What follows belongs to an exercise in optimizing a design on an open flow for small area; a production flow would make more cautious choices. In this exercise RTL edits were held to simulation tests only and were not proved equivalent to the original.

Setup of job 2377:
// cordic
module cordic
(
  input  logic               clk,
  input  logic               reset,
  input  logic               enable,
  input  logic signed [30:0] i_xval,
  input  logic signed [30:0] i_yval,
  input  logic        [11:0] i_phase,
  output logic signed [31:0] o_xval,
  output logic signed [31:0] o_yval
);
Size: about 5500 cells after synthesis, roughly 140 I/O pins.
Settings: LEC_CHECK=0, CAP_MARGIN=20, CORE_MARGIN=2, CORE_UTILIZATION=55, CTS_BUF_LIST=sky130_fd_sc_hd__clkbuf_16, CTS_CLUSTER_DIAMETER=90, CTS_CLUSTER_SIZE=24, SLEW_MARGIN=20, SYNTH_HIERARCHICAL=1, SYNTH_MINIMUM_KEEP_SIZE=0; clock period 5.0 ns.
standard.sh (not shown) runs the stock make flow with config.mk's settings and CLKGATE_MAP_FILE= SYNTH_SCRIPT=/design/flow/synth_recipe.tcl, a recipe that flattens the netlist after the stock synthesis.
==> flow/flow/run.sh <==
#!/bin/bash
# The standard layout, with the port buffers made from the smallest buffer
# cell instead of the default delay buffer.  Each ORFS step writes its own log
# under orfs/logs; the make output goes to standard.log.
set -euo pipefail
export BUFFER_PORTS_ARGS="-buffer_cell sky130_fd_sc_hd__buf_1"
bash standard.sh > standard.log 2>&1
Having completed the whole flow, job 2377 delivered a layout that passed the timing, design-rule and antenna checks.
#### Input delta (job 3422 over job 2377)
# job 2377
export LEC_CHECK = 0
export CAP_MARGIN = 20
export CORE_MARGIN = 2
export CORE_UTILIZATION = 55
export CTS_BUF_LIST = sky130_fd_sc_hd__clkbuf_16
export CTS_CLUSTER_DIAMETER = 90
export CTS_CLUSTER_SIZE = 24
export SLEW_MARGIN = 20
export SYNTH_HIERARCHICAL = 1
export SYNTH_MINIMUM_KEEP_SIZE = 0
create_clock -name core_clock -period 5.0 [get_ports {clk}]
# job 3422
export LEC_CHECK = 0
export CAP_MARGIN = 20
export CORE_MARGIN = 2
export CORE_UTILIZATION = 40
export CTS_BUF_LIST = sky130_fd_sc_hd__clkbuf_16
export CTS_CLUSTER_DIAMETER = 90
export CTS_CLUSTER_SIZE = 24
export SLEW_MARGIN = 20
export SYNTH_HIERARCHICAL = 1
export SYNTH_MINIMUM_KEEP_SIZE = 0
create_clock -name core_clock -period 5.0 [get_ports {clk}]
### Flow results
- In the flow results for job 2377 and job 3422, the standard cell core area is larger on job 3422.
- Across both runs, final-layout clock buffer total was higher for job 3422 than for job 2377.
- From job 2377 to job 3422 the numbers moved as follows: height of the die increased 17%; critical path depth decreased 1; sum of routed wire length over all layers decreased 8300 um; die area increased about 37%.
- [diff] minimum setup slack in the final design, job 3422 relative to job 2377: regression
Modified inputs, job 7383 compared to job 3422
# job 3422
export LEC_CHECK = 0
export CAP_MARGIN = 20
export CORE_MARGIN = 2
export CORE_UTILIZATION = 40
export CTS_BUF_LIST = sky130_fd_sc_hd__clkbuf_16
export CTS_CLUSTER_DIAMETER = 90
export CTS_CLUSTER_SIZE = 24
export SLEW_MARGIN = 20
export SYNTH_HIERARCHICAL = 1
export SYNTH_MINIMUM_KEEP_SIZE = 0
create_clock -name core_clock -period 5.0 [get_ports {clk}]
# job 7383
export LEC_CHECK = 0
export CAP_MARGIN = 20
export CORE_MARGIN = 2
export CORE_UTILIZATION = 55
export CTS_BUF_LIST = sky130_fd_sc_hd__clkbuf_16
export CTS_CLUSTER_DIAMETER = 80
export CTS_CLUSTER_SIZE = 28
export SLEW_MARGIN = 20
export SYNTH_HIERARCHICAL = 1
export SYNTH_MINIMUM_KEEP_SIZE = 0
create_clock -name core_clock -period 5.0 [get_ports {clk}]
### Flow results
Sequential share of cell area: job 7383 vs job 3422 up 0.44 points
Comparing job 3422 against job 7383, there is no change at all in non-clock buffer count.
Where area of the die is concerned, job 3422 is outperformed by job 7383.
Diff job 3422 -> job 7383 | layout overhead on the synthesized area | decrease of 1.1 points
Across both runs, register-to-register slack was higher for job 7383 than for job 3422.
Against job 3422, cell area in job 7383 fell slightly.
Diff job 3422 -> job 7383: transition time at the pin with the least slew margin went down by 91 ps, top fanout value on the critical path decreased by 1 relative to the old numbers.

## re-timing with driven ports
In the flow no input, the clock included, has a driving cell. The finished layouts below were timed again as built, in two steps.
Step 1 sets driving cells, clkbuf_16 on the clock port and buf_2 on the other inputs (assumed; they add their load-dependent delay and slew).
Step 2 times the ports against the registers' clock, not the clock port: input delays grow and output delays shrink by t, the midpoint of the rising clock arrivals with the driver on.
Three values: no drivers, after step 1, after step 2; two values: the first two.
run | t, ns | setup slack, ns | latest minus earliest clock arrival (ns) | worst register clock-pin slew, ns | cell pins on the clock port's net
job 2377 | 0.718 | 0.432 / 0.432 / 0.432 | 0.033 / 0.033 | 0.10 / 0.10 | 1
job 3422 | 0.756 | 0.392 / 0.392 / 0.392 | 0.115 / 0.115 | 0.10 / 0.10 | 1
job 7383 | 0.748 | 0.449 / 0.449 / 0.449 | 0.046 / 0.045 | 0.11 / 0.11 | 1
After both steps every run listed still meets setup and hold.
